What follows belongs to an exercise in optimizing a design on an open flow for small area and a short achievable clock period; a production flow would make more cautious choices.
The RTL was checked by simulation tests, not by an equivalence proof against the original design.
No activity file was given, so power comes from the tool's default toggle rates.

the previous run:
// dma_csr_queue
module dma_csr_queue (
    input  logic               clk,
    input  logic               rstn,
    input  logic [63:0]        addr,
    input  logic [63:0]        wdata,
    input  logic               we,
    output logic [63:0]        rdata,
    output logic [3:0]         ch_start,
    output logic [3:0][63:0]   ch_addr,
    output logic [3:0][31:0]   ch_len,
    input  logic [3:0]         ch_busy,
    input  logic [3:0]         ch_done,
    input  logic [3:0]         ch_err,
    output logic               irq
);
Settings: LEC_CHECK=0, CAP_MARGIN=20, CORE_MARGIN=2, CORE_UTILIZATION=65, PLACE_DENSITY=0.8, SETUP_SLACK_MARGIN=3.5, SLEW_MARGIN=20, SYNTH_HIERARCHICAL=1; clock period 8.0 ns.
standard.sh (not shown) runs the stock make flow with config.mk's settings and CLKGATE_MAP_FILE= SYNTH_SCRIPT=/design/flow/synth_recipe.tcl, a recipe that flattens the netlist after the stock synthesis.
==> flow/flow/run.sh <==
#!/bin/bash
# Standard ORFS layout (the standard.sh) with two changes:
#  - port buffers use buf_1 (the resizer may upsize them) instead of the default delay-cell buffer;
#  - clock tree: clkbuf_4/clkbuf_8 with sinks clustered by 12, and no dummy balancing loads.
set -euo pipefail
bash standard.sh BUFFER_PORTS_ARGS="-buffer_cell sky130_fd_sc_hd__buf_1" \
  CTS_ARGS="-sink_clustering_enable -repair_clock_nets -sink_clustering_size 12 -sink_clustering_max_diameter 60 -buf_list {sky130_fd_sc_hd__clkbuf_4 sky130_fd_sc_hd__clkbuf_8} -dont_use_dummy_load" \
  finish > standard_flow.log 2>&1
Input changes introduced in the current run (baseline for comparison: the previous run):
--- a/flow/design.v
+++ b/flow/design.v
@@ -161,31 +161,31 @@
         assign irq_src[g]  = irq_en_q && (|ev_q);
         assign d_ctrl[g] = {irq_en_q, en_q};
         assign d_addr[g] = stg_addr_q;
         assign d_len[g]  = stg_len_q;
         assign d_st[g]   = {fifo_cnt, 5'b0, fifo_full, fifo_empty, !idle};
         assign d_ev[g]   = ev_q;
         assign d_cnt[g]  = done_cnt_q;
     end
     always_ff @(posedge clk) begin
         irq <= rstn && (|irq_src);
     end
-    for (genvar k = 0; k < 3; k++) begin : g_dec
+    for (genvar k = 0; k < 2; k++) begin : g_dec
         logic [3:0] s_ctrl, s_addr, s_len, s_st, s_ev, s_cnt;
         dma_csr_dec u_dec (
             .a(addr[7:3]), .s_ctrl(s_ctrl), .s_addr(s_addr), .s_len(s_len),
             .s_st(s_st), .s_ev(s_ev), .s_cnt(s_cnt)
         );
     end
     for (genvar b = 0; b < 64; b++) begin : g_rd
-        localparam int K = (b >= 32) ? 1 : ((b <= 10) ? 2 : 0);
+        localparam int K = b / 32;
         logic [1:0] t_addr;
         rd_ao22n u_ta0 (.a(g_dec[K].s_addr[0]), .b(d_addr[0][b]), .c(g_dec[K].s_addr[1]), .d(d_addr[1][b]), .y(t_addr[0]));
         rd_ao22n u_ta1 (.a(g_dec[K].s_addr[2]), .b(d_addr[2][b]), .c(g_dec[K].s_addr[3]), .d(d_addr[3][b]), .y(t_addr[1]));
         if (b >= 32) begin : g_hi
             rd_fin1 u_fin (.t0(t_addr[0]), .t1(t_addr[1]), .hn(hit_ch_n[b/16]), .y(rdata[b]));
         end else begin : g_lo
             logic [1:0] t_len, t_cnt;
             rd_ao22n u_tl0 (.a(g_dec[K].s_len[0]), .b(d_len[0][b]), .c(g_dec[K].s_len[1]), .d(d_len[1][b]), .y(t_len[0]));
             rd_ao22n u_tl1 (.a(g_dec[K].s_len[2]), .b(d_len[2][b]), .c(g_dec[K].s_len[3]), .d(d_len[3][b]), .y(t_len[1]));
             rd_ao22n u_tc0 (.a(g_dec[K].s_cnt[0]), .b(d_cnt[0][b]), .c(g_dec[K].s_cnt[1]), .d(d_cnt[1][b]), .y(t_cnt[0]));
             rd_ao22n u_tc1 (.a(g_dec[K].s_cnt[2]), .b(d_cnt[2][b]), .c(g_dec[K].s_cnt[3]), .d(d_cnt[3][b]), .y(t_cnt[1]));
Findings:
The current run and the previous run ended up with roughly the same global-route met2 utilization. Between the current run and the previous run, it is the current run whose switching power total is higher, by about 1.2%. Measured against each other, the current run and the previous run differ in gate count after technology mapping, the higher figure coming from the previous run. Total power: the current run above the previous run. Going from the previous run to the current run, total placed instance area has remained practically unchanged; floorplan die height has remained practically unchanged; areal power density over the cells +1.6 nW/um2; total number of vias moved down. As far as cell area is concerned, the previous run and the current run perform about the same. On area of the mapped netlist, the current run tracks the previous run almost exactly. The current run: synthesized net count about 0.44% below the previous run.

-- static timing again, ports no longer ideal --
How much do the figures lean on ideal ports? The routed layouts below were timed once more, with nothing changed but the port constraints. Step 1: set_driving_cell puts a clkbuf_16 on clk and a buf_2 on each other input, an assumption about the parent block. Step 2 times the ports against the registers' clock, not the clock port: input delays grow and output delays shrink by t, the midpoint of the rising clock arrivals with the driver on. Three values: no drivers, after step 1, after step 2; two values: the first two.
run | t (ns) | setup slack, ns | slew at the worst register clock pin (ns) | pins driven straight from the clock port
the previous run | 1.040 | 3.074 / 2.914 / 2.588 | 0.09 / 0.09 | 1
the current run | 1.032 | 3.142 / 3.012 / 2.482 | 0.09 / 0.09 | 1
After both steps setup and hold are still met in every run listed. The setup slack of the current run, which loses most, moves by -0.130 ns with the drivers and by -0.660 ns with both steps.
